This is an optimization exercise on Yosys and OpenROAD, whose aim is small area, a short achievable clock period and few clock cycles per item, not a production implementation. No functional check of the RTL was part of any run shown here. No activity file was given, so power comes from the tool's default toggle rates.

==> flow/design.v <==
module alu_scalar_seq_module #(
    parameter int DATA_W = 8,
    parameter int DIM    = 5,
    localparam int NELEM = DIM * DIM,
    localparam int MAT_W = NELEM * DATA_W
) (
    input  logic              clk,
    input  logic              rst,
    input  logic              start,
    input  logic [MAT_W-1:0]  A_flat,
    input  logic [DATA_W-1:0] scalar,
    output logic [MAT_W-1:0]  C_flat,
    output logic              overflow_flag,
    output logic              busy,
    output logic              done
);
    localparam int N0 = (NELEM + 1) / 2;   
    localparam int N1 = NELEM - N0;        
    function automatic logic [15:0] ovf_thr(input logic [7:0] s);
        logic [15:0] thr;
        case (s)
            8'h00: thr = 16'h7f80;
            8'h01: thr = 16'h7f80;
            8'h02: thr = 16'h3fc0;
            8'h03: thr = 16'h2ad6;
            8'h04: thr = 16'h1fe0;
            8'h05: thr = 16'h19e7;
            8'h06: thr = 16'h15eb;
            8'h07: thr = 16'h12ee;
            8'h08: thr = 16'h0ff0;
            8'h09: thr = 16'h0ef2;
            8'h0a: thr = 16'h0cf4;
            8'h0b: thr = 16'h0bf5;
            8'h0c: thr = 16'h0af6;
            8'h0d: thr = 16'h09f7;
            8'h0e: thr = 16'h09f7;
            8'h0f: thr = 16'h08f8;
            8'h10: thr = 16'h07f8;
            8'h11: thr = 16'h07f9;
            8'h12: thr = 16'h07f9;
            8'h13: thr = 16'h06fa;
            8'h14: thr = 16'h06fa;
            8'h15: thr = 16'h06fa;
            8'h16: thr = 16'h05fb;
            8'h17: thr = 16'h05fb;
            8'h18: thr = 16'h05fb;
            8'h19: thr = 16'h05fb;
            8'h1a: thr = 16'h04fc;
            8'h1b: thr = 16'h04fc;
            8'h1c: thr = 16'h04fc;
            8'h1d: thr = 16'h04fc;
            8'h1e: thr = 16'h04fc;
            8'h1f: thr = 16'h04fc;
            8'h20: thr = 16'h03fc;
            8'h21: thr = 16'h03fd;
            8'h22: thr = 16'h03fd;
            8'h23: thr = 16'h03fd;
            8'h24: thr = 16'h03fd;
            8'h25: thr = 16'h03fd;
            8'h26: thr = 16'h03fd;
            8'h27: thr = 16'h03fd;
            8'h28: thr = 16'h03fd;
            8'h29: thr = 16'h03fd;
            8'h2a: thr = 16'h03fd;
            8'h2b: thr = 16'h02fe;
            8'h2c: thr = 16'h02fe;
            8'h2d: thr = 16'h02fe;
            8'h2e: thr = 16'h02fe;
            8'h2f: thr = 16'h02fe;
            8'h30: thr = 16'h02fe;
            8'h31: thr = 16'h02fe;
            8'h32: thr = 16'h02fe;
            8'h33: thr = 16'h02fe;
            8'h34: thr = 16'h02fe;
            8'h35: thr = 16'h02fe;
            8'h36: thr = 16'h02fe;
            8'h37: thr = 16'h02fe;
            8'h38: thr = 16'h02fe;
            8'h39: thr = 16'h02fe;
            8'h3a: thr = 16'h02fe;
            8'h3b: thr = 16'h02fe;
            8'h3c: thr = 16'h02fe;
            8'h3d: thr = 16'h02fe;
            8'h3e: thr = 16'h02fe;
            8'h3f: thr = 16'h02fe;
            8'h40: thr = 16'h01fe;
            8'h41: thr = 16'h01ff;
            8'h42: thr = 16'h01ff;
            8'h43: thr = 16'h01ff;
            8'h44: thr = 16'h01ff;
            8'h45: thr = 16'h01ff;
            8'h46: thr = 16'h01ff;
            8'h47: thr = 16'h01ff;
            8'h48: thr = 16'h01ff;
            8'h49: thr = 16'h01ff;
            8'h4a: thr = 16'h01ff;
            8'h4b: thr = 16'h01ff;
            8'h4c: thr = 16'h01ff;
            8'h4d: thr = 16'h01ff;
            8'h4e: thr = 16'h01ff;
            8'h4f: thr = 16'h01ff;
            8'h50: thr = 16'h01ff;
            8'h51: thr = 16'h01ff;
            8'h52: thr = 16'h01ff;
            8'h53: thr = 16'h01ff;
            8'h54: thr = 16'h01ff;
            8'h55: thr = 16'h01ff;
            8'h56: thr = 16'h01ff;
            8'h57: thr = 16'h01ff;
            8'h58: thr = 16'h01ff;
            8'h59: thr = 16'h01ff;
            8'h5a: thr = 16'h01ff;
            8'h5b: thr = 16'h01ff;
            8'h5c: thr = 16'h01ff;
            8'h5d: thr = 16'h01ff;
            8'h5e: thr = 16'h01ff;
            8'h5f: thr = 16'h01ff;
            8'h60: thr = 16'h01ff;
            8'h61: thr = 16'h01ff;
            8'h62: thr = 16'h01ff;
            8'h63: thr = 16'h01ff;
            8'h64: thr = 16'h01ff;
            8'h65: thr = 16'h01ff;
            8'h66: thr = 16'h01ff;
            8'h67: thr = 16'h01ff;
            8'h68: thr = 16'h01ff;
            8'h69: thr = 16'h01ff;
            8'h6a: thr = 16'h01ff;
            8'h6b: thr = 16'h01ff;
            8'h6c: thr = 16'h01ff;
            8'h6d: thr = 16'h01ff;
            8'h6e: thr = 16'h01ff;
            8'h6f: thr = 16'h01ff;
            8'h70: thr = 16'h01ff;
            8'h71: thr = 16'h01ff;
            8'h72: thr = 16'h01ff;
            8'h73: thr = 16'h01ff;
            8'h74: thr = 16'h01ff;
            8'h75: thr = 16'h01ff;
            8'h76: thr = 16'h01ff;
            8'h77: thr = 16'h01ff;
            8'h78: thr = 16'h01ff;
            8'h79: thr = 16'h01ff;
            8'h7a: thr = 16'h01ff;
            8'h7b: thr = 16'h01ff;
            8'h7c: thr = 16'h01ff;
            8'h7d: thr = 16'h01ff;
            8'h7e: thr = 16'h01ff;
            8'h7f: thr = 16'h01ff;
            8'h80: thr = 16'h0100;
            8'h81: thr = 16'h01ff;
            8'h82: thr = 16'h01ff;
            8'h83: thr = 16'h01ff;
            8'h84: thr = 16'h01ff;
            8'h85: thr = 16'h01ff;
            8'h86: thr = 16'h01ff;
            8'h87: thr = 16'h01ff;
            8'h88: thr = 16'h01ff;
            8'h89: thr = 16'h01ff;
            8'h8a: thr = 16'h01ff;
            8'h8b: thr = 16'h01ff;
            8'h8c: thr = 16'h01ff;
            8'h8d: thr = 16'h01ff;
            8'h8e: thr = 16'h01ff;
            8'h8f: thr = 16'h01ff;
            8'h90: thr = 16'h01ff;
            8'h91: thr = 16'h01ff;
            8'h92: thr = 16'h01ff;
            8'h93: thr = 16'h01ff;
            8'h94: thr = 16'h01ff;
            8'h95: thr = 16'h01ff;
            8'h96: thr = 16'h01ff;
            8'h97: thr = 16'h01ff;
            8'h98: thr = 16'h01ff;
            8'h99: thr = 16'h01ff;
            8'h9a: thr = 16'h01ff;
            8'h9b: thr = 16'h01ff;
            8'h9c: thr = 16'h01ff;
            8'h9d: thr = 16'h01ff;
            8'h9e: thr = 16'h01ff;
            8'h9f: thr = 16'h01ff;
            8'ha0: thr = 16'h01ff;
            8'ha1: thr = 16'h01ff;
            8'ha2: thr = 16'h01ff;
            8'ha3: thr = 16'h01ff;
            8'ha4: thr = 16'h01ff;
            8'ha5: thr = 16'h01ff;
            8'ha6: thr = 16'h01ff;
            8'ha7: thr = 16'h01ff;
            8'ha8: thr = 16'h01ff;
            8'ha9: thr = 16'h01ff;
            8'haa: thr = 16'h01ff;
            8'hab: thr = 16'h01ff;
            8'hac: thr = 16'h01ff;
            8'had: thr = 16'h01ff;
            8'hae: thr = 16'h01ff;
            8'haf: thr = 16'h01ff;
            8'hb0: thr = 16'h01ff;
            8'hb1: thr = 16'h01ff;
            8'hb2: thr = 16'h01ff;
            8'hb3: thr = 16'h01ff;
            8'hb4: thr = 16'h01ff;
            8'hb5: thr = 16'h01ff;
            8'hb6: thr = 16'h01ff;
            8'hb7: thr = 16'h01ff;
            8'hb8: thr = 16'h01ff;
            8'hb9: thr = 16'h01ff;
            8'hba: thr = 16'h01ff;
            8'hbb: thr = 16'h01ff;
            8'hbc: thr = 16'h01ff;
            8'hbd: thr = 16'h01ff;
            8'hbe: thr = 16'h01ff;
            8'hbf: thr = 16'h01ff;
            8'hc0: thr = 16'h02ff;
            8'hc1: thr = 16'h02fe;
            8'hc2: thr = 16'h02fe;
            8'hc3: thr = 16'h02fe;
            8'hc4: thr = 16'h02fe;
            8'hc5: thr = 16'h02fe;
            8'hc6: thr = 16'h02fe;
            8'hc7: thr = 16'h02fe;
            8'hc8: thr = 16'h02fe;
            8'hc9: thr = 16'h02fe;
            8'hca: thr = 16'h02fe;
            8'hcb: thr = 16'h02fe;
            8'hcc: thr = 16'h02fe;
            8'hcd: thr = 16'h02fe;
            8'hce: thr = 16'h02fe;
            8'hcf: thr = 16'h02fe;
            8'hd0: thr = 16'h02fe;
            8'hd1: thr = 16'h02fe;
            8'hd2: thr = 16'h02fe;
            8'hd3: thr = 16'h02fe;
            8'hd4: thr = 16'h02fe;
            8'hd5: thr = 16'h02fe;
            8'hd6: thr = 16'h03fd;
            8'hd7: thr = 16'h03fd;
            8'hd8: thr = 16'h03fd;
            8'hd9: thr = 16'h03fd;
            8'hda: thr = 16'h03fd;
            8'hdb: thr = 16'h03fd;
            8'hdc: thr = 16'h03fd;
            8'hdd: thr = 16'h03fd;
            8'hde: thr = 16'h03fd;
            8'hdf: thr = 16'h03fd;
            8'he0: thr = 16'h04fd;
            8'he1: thr = 16'h04fc;
            8'he2: thr = 16'h04fc;
            8'he3: thr = 16'h04fc;
            8'he4: thr = 16'h04fc;
            8'he5: thr = 16'h04fc;
            8'he6: thr = 16'h04fc;
            8'he7: thr = 16'h05fb;
            8'he8: thr = 16'h05fb;
            8'he9: thr = 16'h05fb;
            8'hea: thr = 16'h05fb;
            8'heb: thr = 16'h06fa;
            8'hec: thr = 16'h06fa;
            8'hed: thr = 16'h06fa;
            8'hee: thr = 16'h07f9;
            8'hef: thr = 16'h07f9;
            8'hf0: thr = 16'h08f9;
            8'hf1: thr = 16'h08f8;
            8'hf2: thr = 16'h09f7;
            8'hf3: thr = 16'h09f7;
            8'hf4: thr = 16'h0af6;
            8'hf5: thr = 16'h0bf5;
            8'hf6: thr = 16'h0cf4;
            8'hf7: thr = 16'h0ef2;
            8'hf8: thr = 16'h10f1;
            8'hf9: thr = 16'h12ee;
            8'hfa: thr = 16'h15eb;
            8'hfb: thr = 16'h19e7;
            8'hfc: thr = 16'h20e1;
            8'hfd: thr = 16'h2ad6;
            8'hfe: thr = 16'h40c1;
            8'hff: thr = 16'h7f81;
            default: thr = 16'h7f80;
        endcase
        ovf_thr = thr;
    endfunction
    function automatic logic [1:0] fa(input logic x, input logic y, input logic z);
        fa = {(x & y) | (x & z) | (y & z), x ^ y ^ z};
    endfunction
    function automatic logic [1:0] ha(input logic x, input logic y);
        ha = {x & y, x ^ y};
    endfunction
    function automatic logic maj(input logic x, input logic y, input logic z);
        maj = (x & y) | (x & z) | (y & z);
    endfunction
    function automatic logic [7:0] lane_mul(input logic [7:0] e, input logic [7:0] s,
                                            input logic [7:0] t);
        logic [7:0] r0, r1, r2, r3;    
        logic [8:0] sx;
        logic       d1, d2, d3;
        logic [1:0] k2, k3, k4, k5a, k5b, k6a, k6b, k7a, k7b, k7c;
        logic [7:0] c;
        sx = {s, 1'b0};
        for (int k = 0; k < 4; k++) begin
            d1 = !e[2*k+1] &  e[2*k];
            d2 =  e[2*k+1] & !e[2*k];
            d3 =  e[2*k+1] &  e[2*k];
            for (int j = 0; j < 8; j++) begin
                logic b;
                b = (d1 & s[j]) | (d2 & sx[j]) | (d3 & t[j]);
                case (k)
                    0: r0[j] = b;
                    1: r1[j] = b;
                    2: r2[j] = b;
                    default: r3[j] = b;
                endcase
            end
        end
        c[0] = r0[0];
        c[1] = r0[1];
        k2   = ha(r0[2], r1[0]);
        c[2] = k2[0];
        k3   = fa(r0[3], r1[1], k2[1]);
        c[3] = k3[0];
        k4   = fa(r0[4], r1[2], r2[0]);
        k5a  = ha(k4[0], k3[1]);
        c[4] = k5a[0];
        k5b  = fa(r0[5], r1[3], r2[1]);
        k6a  = fa(k5b[0], k4[1], k5a[1]);
        c[5] = k6a[0];
        k6b  = fa(r0[6], r1[4], r2[2]);
        k7a  = fa(k6b[0], r3[0], k5b[1]);
        k7b  = ha(k7a[0], k6a[1]);
        c[6] = k7b[0];
        c[7] = r0[7] ^ r1[5] ^ r2[3] ^ r3[1] ^ k6b[1] ^ k7a[1] ^ k7b[1];
        lane_mul = c;
    endfunction
    function automatic logic lane_ovf(input logic [7:0] e, input logic [6:0] nhi,
                                      input logic [6:0] nl, input logic m0);
        logic g, m;
        g = 1'b0;    
        m = m0;      
        for (int i = 0; i < 7; i++) begin
            g = maj(e[i], nhi[i], g);
            m = maj(e[i], nl[i], m);
        end
        lane_ovf = e[7] ? !m : g;
    endfunction
    logic                 busy_q, done_q, ovf_q;
    logic                 sel_s_q, sel_a_q;   
    logic [DATA_W-1:0]    s_q;    
    logic [N0-1:0]        v_q;    
    logic [N0*DATA_W-1:0] c_q;    
    logic [N1*DATA_W-1:0] h_q;    
    logic                 accept;
    logic [DATA_W-1:0]    m_s, m_t;
    logic [7:0]           m_hi, m_lo, m_l;
    logic [6:0]           m_nhi, m_nl;
    logic                 m_m0;
    logic [N0*DATA_W-1:0] m_a, m_c;
    logic [N0-1:0]        m_v;
    assign accept = start & ~busy_q;
    always_comb begin
        m_s = sel_s_q ? s_q : scalar;
        m_t = m_s + {m_s[6:0], 1'b0};
        {m_hi, m_lo} = ovf_thr(m_s);
        m_l   = m_lo ^ 8'h80;
        m_nhi = ~m_hi[6:0];
        m_nl  = m_l[7] ? 7'd0 : ~m_l[6:0];
        m_m0  = !m_l[7];
        m_a = A_flat[N0*DATA_W-1:0];
        if (sel_a_q) m_a[N1*DATA_W-1:0] = h_q;
        for (int l = 0; l < N0; l++) begin
            m_c[l*DATA_W +: DATA_W] = lane_mul(m_a[l*DATA_W +: DATA_W], m_s, m_t);
            m_v[l] = lane_ovf(m_a[l*DATA_W +: DATA_W], m_nhi, m_nl, m_m0);
        end
    end
    always_ff @(posedge clk) begin
        s_q <= scalar;
        if (accept || busy_q) v_q <= m_v;
        if (accept) c_q <= m_c;
        if (accept) h_q <= A_flat[MAT_W-1:N0*DATA_W];
        else if (busy_q) h_q <= m_c[N1*DATA_W-1:0];
    end
    always_ff @(posedge clk or posedge rst) begin
        if (rst) begin
            busy_q  <= 1'b0;
            sel_s_q <= 1'b0;
            sel_a_q <= 1'b0;
            done_q  <= 1'b0;
            ovf_q   <= 1'b0;
        end else begin
            busy_q  <= accept;
            sel_s_q <= start & ~sel_s_q;
            sel_a_q <= start & ~sel_a_q;
            done_q <= busy_q;
            if (busy_q) ovf_q <= |v_q;
        end
    end
    assign C_flat        = {h_q, c_q};
    assign overflow_flag = ovf_q | (|v_q[N1-1:0]);
    assign busy          = busy_q;
    assign done          = done_q;
endmodule
==> flow/flow/run.sh <==
#!/bin/bash
# The standard layout (standard.sh) with three changes to how it is made:
# - no full-adder extraction before ABC (ADDER_MAP_FILE empty), so that ABC sees whole logic
#   cones and can time them;
# - ABC maps the logic with flow/abc_delay.script (best-delay mapping with area recovery, then
#   ABC's own buffering and sizing) instead of ORFS's abc_speed.script; the rest of the
#   synthesis is synth_recipe.tcl unchanged, so the registers are the standard synthesis's;
# - the port buffers are the smallest plain buffer instead of the delay cell buffer_ports picks.
# Each step's output goes to synth.log and layout.log here, and ORFS's own logs under orfs/logs.
set -euo pipefail
here=$(pwd)
export ADDER_MAP_FILE=
export BUFFER_PORTS_ARGS="-buffer_cell sky130_fd_sc_hd__buf_1"
export MY_ABC_SCRIPT=$here/flow/abc_delay.script
{ head -n 1 synth_recipe.tcl; cat flow/abc_proc.tcl; tail -n +2 synth_recipe.tcl; } > flow_synth.tcl
sed "s|SYNTH_SCRIPT=[^ ]*|SYNTH_SCRIPT=$here/flow_synth.tcl|" standard.sh > flow_standard.sh
bash flow_standard.sh synth > synth.log 2>&1
bash standard.sh > layout.log 2>&1
==> flow/flow/abc_delay.script <==
strash
&get -n
&fraig -x
&put
scorr
dc2
strash
&get -n
&dch -f
&nf -p
&put
buffer -p
upsize
dnsize
stime -p
==> flow/flow/abc_proc.tcl <==
# ABC maps the logic with the script MY_ABC_SCRIPT names instead of ORFS's.
proc abc {args} {
  set i [lsearch -exact $args -script]
  if { $i >= 0 } { lset args [expr {$i + 1}] $::env(MY_ABC_SCRIPT) }
  yosys abc {*}$args
}
==> flow/standard.sh <==
#!/bin/bash
# synth_recipe.tcl (not shown) runs the flow's synth.tcl, then flattens the netlist and writes it again
# the make line also repeats each setting of config.mk as NAME=value (left out here)
make -C /OpenROAD-flow-scripts/flow DESIGN_CONFIG=/design/flow/config.mk WORK_HOME=/design/flow/orfs CLKGATE_MAP_FILE= SYNTH_SCRIPT=/design/flow/synth_recipe.tcl "${@:-finish}"
==> flow/config.mk <==
export PLATFORM = sky130hd
export DESIGN_NAME = alu_scalar_seq_module
export DESIGN_NICKNAME = alu_scalar_seq_module
export VERILOG_FILES = /design/flow/design.v
export SDC_FILE = /design/flow/constraint.sdc
export NUM_CORES = 4
export LEC_CHECK = 0
export CAP_MARGIN = 20
export CORE_MARGIN = 2
export CORE_UTILIZATION = 40
export SETUP_SLACK_MARGIN = 4
export SLEW_MARGIN = 20
==> flow/constraint.sdc <==
create_clock -name core_clock -period 9.0 [get_ports {clk}]
set_input_delay 1.8000 -clock core_clock [delete_from_list [all_inputs] [get_ports {clk}]]
set_output_delay 1.8000 -clock core_clock [all_outputs]
set_load 0.01 [all_outputs]
==> impl_metrics.yaml, run 1 <==
placed_design:
  place_inst: 3494
  place_hpwl_mm: 63.6
  gp_congestion: 0.991
  io_buffers: 413
floorplanning:
  dieHeight_um: 233
  core_um2: 51600
  fp-row-count: 83
  dieArea_um2: 54300
  initial_utilization_pct: 40.6
  io_pins: 414
  fp.dieW_um: 233
logic_synthesis:
  synth_adder_area_share_pct: 1.84
  ys.flop_type: "edfxtp_1"
  synth-simple-area-share_pct: 20.9
  syn_area_um2: 21000
  seq_area_frac_synth_pct: 31.9
  synth-xor-area-share_pct: 9.31
  avgSynthCellArea_um2: 8.40
  synthArstFlopShare_pct: 2.21
  synth.lib_cells_used.distinct: 92
  synth_cells: 2495
  synth-edff-count: 213
  synth_compound_area_share_pct: 24.1
  synthMuxAreaShare_pct: 8.70
  ys_seq_elements: 226
  synth_top_family_by_area: "compound AO/OA/AOI/OAI gates"
  ys_warn_count: 1
  synthesis.nets: 2706
clock_tree:
  ctsLongestPathBuffers: 3
  clock-root-buffer: "clkbuf_16"
  path_clk_slew_ps: 60
  cts_made_buffers: 28
  htreeDepth: 1
  cts_tree: "built"
  holdBufCountCts: 0
  clk_latency_ps: 600
  cts_sinks: 226
pwr:
  peakVddDrop_mv: 0.152
  p_leak_nw: 9.07
  powerDensity_nw_per_um2: 245
routing:
  routed_wirelength_mm: 93.5
  dr_total_vias: 23100
  drtPass1Iterations: 8
  wl_per_cell_um: 26.0
  ant_nets: 0
  drt_iter0_drc: 2710
  drc_errors: 0
  via_per_inst: 6.41
final_layout:
  final_cells: 3596
  drive_gt1_share_pct: 10.7
  nNetsFinal: 3105
  syn_to_final_growth_pct: 19.7
worst_hold_path:
  holdCritPathClass: "register to register"
sta:
  hold_viol_final: 0
  setup_tns_ps: 0
  slew_viol_final: 0
  setup_viol: 0
  skew_ps: 30.7
  max_freq_mhz: 200
  worstMarginPinSlew_ps: 1200
  relSlewSlack_pct: 19.3
  rsz0062_at_grt: "true"
  period_needed_ps: 5010
  min_period_over_period_pct: 55.6
setup_path:
  critPathKind: "primary input to register"
  ff2ff_setup_slack_ps: 4240
  crit_chain: "clkbuf_2 > mux2i_4 > buf_4 > o21ai_4 > a21oi_2 > a211o_1 > a311oi_1 > nor2_1 > buf_4 > a211oi_1 > o21ai_0 > o221ai_1 > a21oi_1 > o32ai_1"
  slowest_stage: "a311oi_1"
  crit_fanout: 7
  critPathBufInv: 3
  crit_family: "compound AO/OA/AOI/OAI gates"
  arrival_ps: 5380
  critical-path-max-stage-delay_ps: 840
  worstPathRequired_ps: 9370
  start_kind: "primary input"
  path_common_cell: "buf_4"
  cp-end-kind: "register"
global_route:
  grt_pass1_wl_mm: 132
  track_usage_pct: 32.4
  first_global_vias: 21300
  antenna_found_initial: 2
  grt_max_degree: 130
  overflow: 0
run_status:
  status: "complete, no violations"
flow_run:
  cap_violations: 0
[worst reg2reg max path, cell delays in order, from the launching register on]
cell and delay [ps]:
dfrtp_4 740, buf_12 380, mux2i_1 1060, nor2_1 230, a221oi_1 580, xnor2_1 160
xnor2_1 160, nor3_1 410, maj3_1 300, nand2_1 70, xor2_1 170, mux2_2 260
[metrics by stage]
step | hold slack (ps) | cell area (um^2) | total power, mW | utilization, % | setup WS [ps]
after detailed placement | 483 | 23200 | 4.85 | 45.0 | 2460
after CTS | 499 | 24600 | 6.04 | 47.6 | 3950
after global routing | 530 | 25100 | 6.49 | 48.6 | 3930
after global placement | 471 | 23200 | 4.79 | 45.0 | 2180
after floorplan | 452 | 21000 | 3.93 | - | 4170
final | 502 | 25100 | 6.16 | 48.6 | 3990
[cells in the final DEF (no fill, tap or decap), types with 22 or more instances in the layout]
master	netlist	final
buf_1	15	409
a22oi_1	61	61
o22ai_1	70	70
nor3_1	41	38
o21ai_0	117	114
mux2_2	66	63
nand2_1	340	334
o21a_1	29	28
o221ai_1	32	32
nand3_1	40	38
a31oi_1	27	25
nor2b_1	24	24
maj3_1	33	33
xnor2_1	103	102
xor2_1	36	36
a221oi_1	46	42
mux2i_1	94	88
buf_4	3	73
nand2b_1	33	32
a21oi_1	97	93
o31ai_1	23	22
edfxtp_1	213	213
clkbuf_16	0	28
nor2_1	423	417
[where the power goes]
group	internal, mW	leakage [nW]	switching, mW
logic	1.30	6.42	2.01
registers	1.59	2.23	0.149
clock network	0.622	0.420	0.491
total	3.51	9.07	2.65
[worst paths after layout]
check,cells after the start,end,start
setup reg to reg,11,h_q[7],sel_a_q
setup / recovery,14,v_q[8],scalar[0]
min in group asynchronous,2,sel_a_q,rst
hold / removal,0,done_q,busy_q
max in group asynchronous,2,sel_a_q,rst
hold reg to reg,0,done_q,busy_q
[area by class of cell]
cell class,instances,area (um^2)
flip-flops and latches,226,6690
diodes,1,2.50
well taps,680,851
repair buffers,503,2380
clock buffers,40,766
fillers,5030,26500
multi-input cells,2113,14200
clock inverters,11,111
inverters,22,90.1
[cell usage after synthesis, types with 15 or more instances]
cell type	count	area, um^2
a211oi_1	22	165
a21o_1	15	113
a21oi_1	97	485
a221oi_1	46	403
a22oi_1	61	458
a31oi_1	27	169
and2_1	23	144
buf_1	15	56.3
buf_2	32	160
clkbuf_1	90	338
edfxtp_1	213	6400
inv_1	21	78.8
maj3_1	33	330
mux2_2	66	743
mux2i_1	94	941
nand2_1	340	1280
nand2b_1	33	206
nand3_1	40	200
nor2_1	423	1590
nor2b_1	24	150
nor3_1	41	205
o211ai_1	15	113
o21a_1	29	218
o21ai_0	117	586
o221ai_1	32	280
o22ai_1	70	438
o31ai_1	23	173
or3_1	21	131
xnor2_1	103	902
xnor3_1	21	473
xor2_1	36	315
[sequential cells by signal, indices dropped and copies added, names as in the netlist]
name / cells
h_q: 96
done_q: 1
sel_s_q: 1
busy_q: 1
s_q: 8
c_q: 104
sel_a_q: 1
ovf_q: 1
v_q: 13
[layer usage]
metal	GRT usage (%)	wire, um
met1	43.5	37600
met2	50.6	41100
met3	8.31	11400
met4	10.7	3470
met5	0	19
[timing repair]
action / in CTS / in global routing
setup endpoints to repair: 96 / 46
pin swaps: 6 / 10
cloned: 4 / 5
gates resized for setup: 51 / 64
setup buffers: 16 / 24
[cells by family (layout without fill, tap and decap cells)]
| logic type | Yosys count | in the layout |
|---|---|---|
| mux | 168 | 175 |
| simple gates | 1010 | 1011 |
| buf+inv | 165 | 576 |
| flops | 226 | 226 |
| xor+xnor | 172 | 172 |
| compound gates | 716 | 717 |
| fa+ha+maj | 38 | 38 |
| other cells | 0 | 1 |
==> run 2: changes to the inputs <==
--- a/flow/design.v
+++ b/flow/design.v
@@ -343,7 +343,5 @@
     endfunction
     logic                 busy_q, done_q, ovf_q;
-    logic                 sel_s_q, sel_a_q;   
     logic [DATA_W-1:0]    s_q;    
-    logic [N0-1:0]        v_q;    
     logic [N0*DATA_W-1:0] c_q;    
     logic [N1*DATA_W-1:0] h_q;    
@@ -357,5 +355,5 @@
     assign accept = start & ~busy_q;
     always_comb begin
-        m_s = sel_s_q ? s_q : scalar;
+        m_s = busy_q ? s_q : scalar;
         m_t = m_s + {m_s[6:0], 1'b0};
         {m_hi, m_lo} = ovf_thr(m_s);
@@ -365,5 +363,5 @@
         m_m0  = !m_l[7];
         m_a = A_flat[N0*DATA_W-1:0];
-        if (sel_a_q) m_a[N1*DATA_W-1:0] = h_q;
+        if (busy_q) m_a[N1*DATA_W-1:0] = h_q;
         for (int l = 0; l < N0; l++) begin
             m_c[l*DATA_W +: DATA_W] = lane_mul(m_a[l*DATA_W +: DATA_W], m_s, m_t);
@@ -373,5 +371,4 @@
     always_ff @(posedge clk) begin
         s_q <= scalar;
-        if (accept || busy_q) v_q <= m_v;
         if (accept) c_q <= m_c;
         if (accept) h_q <= A_flat[MAT_W-1:N0*DATA_W];
@@ -380,19 +377,16 @@
     always_ff @(posedge clk or posedge rst) begin
         if (rst) begin
-            busy_q  <= 1'b0;
-            sel_s_q <= 1'b0;
-            sel_a_q <= 1'b0;
-            done_q  <= 1'b0;
-            ovf_q   <= 1'b0;
+            busy_q <= 1'b0;
+            done_q <= 1'b0;
+            ovf_q  <= 1'b0;
         end else begin
-            busy_q  <= accept;
-            sel_s_q <= start & ~sel_s_q;
-            sel_a_q <= start & ~sel_a_q;
+            busy_q <= accept;
             done_q <= busy_q;
-            if (busy_q) ovf_q <= |v_q;
+            if (accept) ovf_q <= |m_v;
+            else if (busy_q) ovf_q <= ovf_q | (|m_v[N1-1:0]);
         end
     end
     assign C_flat        = {h_q, c_q};
-    assign overflow_flag = ovf_q | (|v_q[N1-1:0]);
+    assign overflow_flag = ovf_q;
     assign busy          = busy_q;
     assign done          = done_q;
==> flow/flow/run.sh (replaced) <==
#!/bin/bash
# The standard layout, with the port buffers made of the smallest plain buffer instead of
# the delay cell buffer_ports picks by default.
set -euo pipefail
export BUFFER_PORTS_ARGS="-buffer_cell sky130_fd_sc_hd__buf_1"
bash standard.sh > standard_flow.log 2>&1
--- a/flow/config.mk
+++ b/flow/config.mk
@@ -9,4 +9,3 @@
 export CORE_MARGIN = 2
 export CORE_UTILIZATION = 40
-export SETUP_SLACK_MARGIN = 4
 export SLEW_MARGIN = 20
removed: flow/flow/abc_delay.script
removed: flow/flow/abc_proc.tcl
==> impl_metrics.yaml, run 2 <==
logic_synthesis:
  yosys.area.top_type_share_pct: 29.1
  synth_most_common_cell: "nand2_1"
  synth_adder_area_share_pct: 11.8
  synth-edff-count: 200
  synth-simple-area-share_pct: 15.0
  seq_area_frac_synth_pct: 30.2
  synth.largest_area_cell: "edfxtp_1"
  syn_area_um2: 20600
  synth-xor-area-share_pct: 3.56
  synthArstFlopShare_pct: 1.42
  synth_compound_area_share_pct: 24.3
  synth_top_cells_by_area: "edfxtp_1 29%, fa_1 7.7%, nand2_1 5.8%"
  ys.flop_type: "edfxtp_1"
  avgSynthCellArea_um2: 8.55
  synth.lib_cells_used.distinct: 93
  synthTopCellsByCount: "321 x nand2_1, 290 x nor2_1, 231 x a21oi_1, 200 x edfxtp_1, 167 x o22ai_1"
  ys_seq_elements: 211
  synth_top_family_by_area: "compound AO/OA/AOI/OAI gates"
  ys_warn_count: 1
  synthesis.nets: 2757
  synth_cells: 2415
  synthMuxAreaShare_pct: 9.42
floorplanning:
  dieArea_um2: 53500
  initial_utilization_pct: 40.3
  fp.dieW_um: 231
  io_pins: 414
  fp-row-count: 83
  dieHeight_um: 231
  core_um2: 51200
global_route:
  first_global_vias: 20800
  overflow: 0
  grt_pass1_wl_mm: 130
  grt_max_degree: 86
  track_usage_pct: 32.1
  antenna_found_initial: 3
placed_design:
  gp_congestion: 0.973
  place_hpwl_mm: 63.0
  io_buffers: 413
  preCtsSetupSlack_ps: 1630
clock_tree:
  cts_tree: "built"
  cts-resized-gates: 0
  path_clk_slew_ps: 70
  clock-root-buffer: "clkbuf_16"
  holdBufCountCts: 0
  post-cts-setup-buffer-count: 0
  ctsLongestPathBuffers: 3
  cts_made_buffers: 27
  clk_latency_ps: 570
  htreeDepth: 1
  cts_sinks: 211
setup_path:
  r2r_end: "h_q[23]"
  ff2ff_setup_slack_ps: 2370
  timing.rr.start: "busy_q"
  crit_path_end: "h_q[23]"
  cp-end-kind: "register"
  critPathKind: "primary input to register"
  arrival_ps: 7270
  crit_fanout: 47
  worstPathRequired_ps: 9300
  timing.critical_path.from: "scalar[1]"
  start_kind: "primary input"
  reg2reg_depth: 26
pwr:
  p_leak_nw: 8.75
  pwr-share-comb_pct: 55.7
  seqPwrFrac_pct: 27.8
  swShare_pct: 44.6
  totalPowerFinal_mw: 6.33
  peakVddDrop_mv: 0.185
  p_int_mw: 3.51
  p_clk_share_pct: 16.6
  switching_power_mw: 2.82
  powerDensity_nw_per_um2: 265
flow_run:
  cap_violations: 0
routing:
  drt_iter0_drc: 2626
  drtPass1Iterations: 9
  routed_wirelength_mm: 88.6
  ant_nets: 0
  via_per_inst: 6.22
  drc_errors: 0
  wl_per_cell_um: 25.7
  dr_total_vias: 21400
sta:
  period_needed_ps: 6970
  worstMarginPinSlew_ps: 1080
  setup_tns_ps: 0
  setup_ws_ps: 2030
  rsz0062_at_grt: "false"
  skew_ps: 20.2
  relSlewSlack_pct: 25.8
  min_period_over_period_pct: 77.5
  hold_viol_final: 0
  slew_viol_final: 0
  max_freq_mhz: 143
  setup_viol: 0
final_layout:
  top_regs: "c_q (104), h_q (96), s_q (8)"
  largest_register_ffs: 104
  syn_to_final_growth_pct: 15.5
  mostFrequentLayoutCells: "413 x buf_1, 320 x nand2_1, 290 x nor2_1"
  nNetsFinal: 3087
  multi_input_area_um2: 13400
  layout_commonest_cell: "buf_1"
  register_area_um2: 6240
  nFillCells: 5089
  drive_gt1_share_pct: 9.33
  regMostFlops: "c_q"
worst_hold_path:
  holdCritPathClass: "register to register"
run_status:
  status: "complete, no violations"
run 2: cell types whose count changed after synthesis, sizes merged, moves of 45 or more:
cell | before | now
a21oi | 99 | 231
clkbuf | 90 | 145
fa | 0 | 79
ha | 0 | 52
inv | 22 | 67
nor2 | 424 | 291
o22ai | 70 | 167
run 2: cell type report:
cell class,count,share of cell area (%)
antenna,2,0.0210
inverter,69,1.11
clock inverter,15,0.488
tap,680,3.57
timing repair buffer,506,9.46
multi-input combinational,1930,56.2
clock buffer,34,2.94
sequential,211,26.2
run 2: critical path: stages:
cell and delay (ps):
buf_1 310, mux2i_4 120, clkinv_1 90, buf_4 600, ha_1 340, inv_1 130, nand2_1 110, a21oi_1 120
xnor2_2 470, buf_4 340, nor2_1 60, a21oi_1 140, o22ai_1 130, fa_1 540, ha_1 220, fa_1 370
ha_1 200, xor2_1 150, xnor2_1 170, xnor2_1 150, xnor2_1 150, xnor2_1 160, xnor2_1 120, mux2_2 270
run 2: per-stage QoR:
step,hold slack (ps),cell area [um^2],cells,utilization (%)
2_1_floorplan,454,20600,2415,-
3_3_place_gp,594,23000,3394,44.9
3_5_place_dp,608,23000,3395,44.9
4_1_cts,617,23800,3444,46.5
5_1_grt,633,23800,3447,46.6
6_report,618,23800,3447,46.6
run 2: how the worst min path moves through the flow:
stage | from | to | slack, ps | cells past startpoint
2_1_floorplan | busy_q | done_q | 450 | 0
5_1_grt | ovf_q | ovf_q | 630 | 2
3_3_place_gp | ovf_q | ovf_q | 590 | 2
3_5_place_dp | ovf_q | ovf_q | 610 | 2
4_1_cts | ovf_q | ovf_q | 620 | 2
6_report | ovf_q | ovf_q | 620 | 2
run 2: logic make-up after synthesis:
kind of cell / after synthesis
AO/OA/AOI/OAI: 779
XOR/XNOR: 84
adder cells (fa/ha/maj): 151
buffers and inverters: 274
flip-flops: 211
multiplexers: 181
AND/OR/NAND/NOR: 735
run 2: layer usage:
layer	part of all wire [%]	vias to the layer above	global-route usage, %
li1	-	9566	-
met1	39	10300	42.3
met2	46	1344	51.1
met3	10	229	6.02
met4	5.0	0	15.1
met5	0	-	0
run 2: power groups by stage:
stage / Sequential, mW / Clock [mW] / Combinational, mW
after CTS: 1.76 / 1.06 / 3.49
after global routing: 1.78 / 1.10 / 3.83
after global placement: 1.77 / 0 / 3.42
final: 1.76 / 1.05 / 3.52
after detailed placement: 1.77 / 0 / 3.46
after floorplan: 1.85 / 0 / 2.18

## static timing again, ports no longer ideal
The results above use ideal ports. As a check the final layouts listed here were re-extracted and re-timed, cells and wires unchanged.
Step 1 sets driving cells, clkbuf_16 on the clock port and buf_2 on the other inputs (assumed; they add their load-dependent delay and slew).
Step 2 also shifts input and output timing later by t, the mid clock arrival at the registers, as if the neighbouring blocks saw the same clock.
Three values: ideal ports, drivers, drivers and shift; two values: the first two.
run | shift t [ns] | setup slack, ns | clock arrival spread, ns
run 1 | 0.648 | 3.994 / 4.020 / 3.372 | 0.038 / 0.038
run 2 | 0.621 | 2.029 / 2.070 / 1.449 | 0.021 / 0.022
After both steps every run listed still meets setup and hold. The setup slack of run 1, which loses most, moves by +0.026 ns with the drivers and by -0.622 ns with both steps.
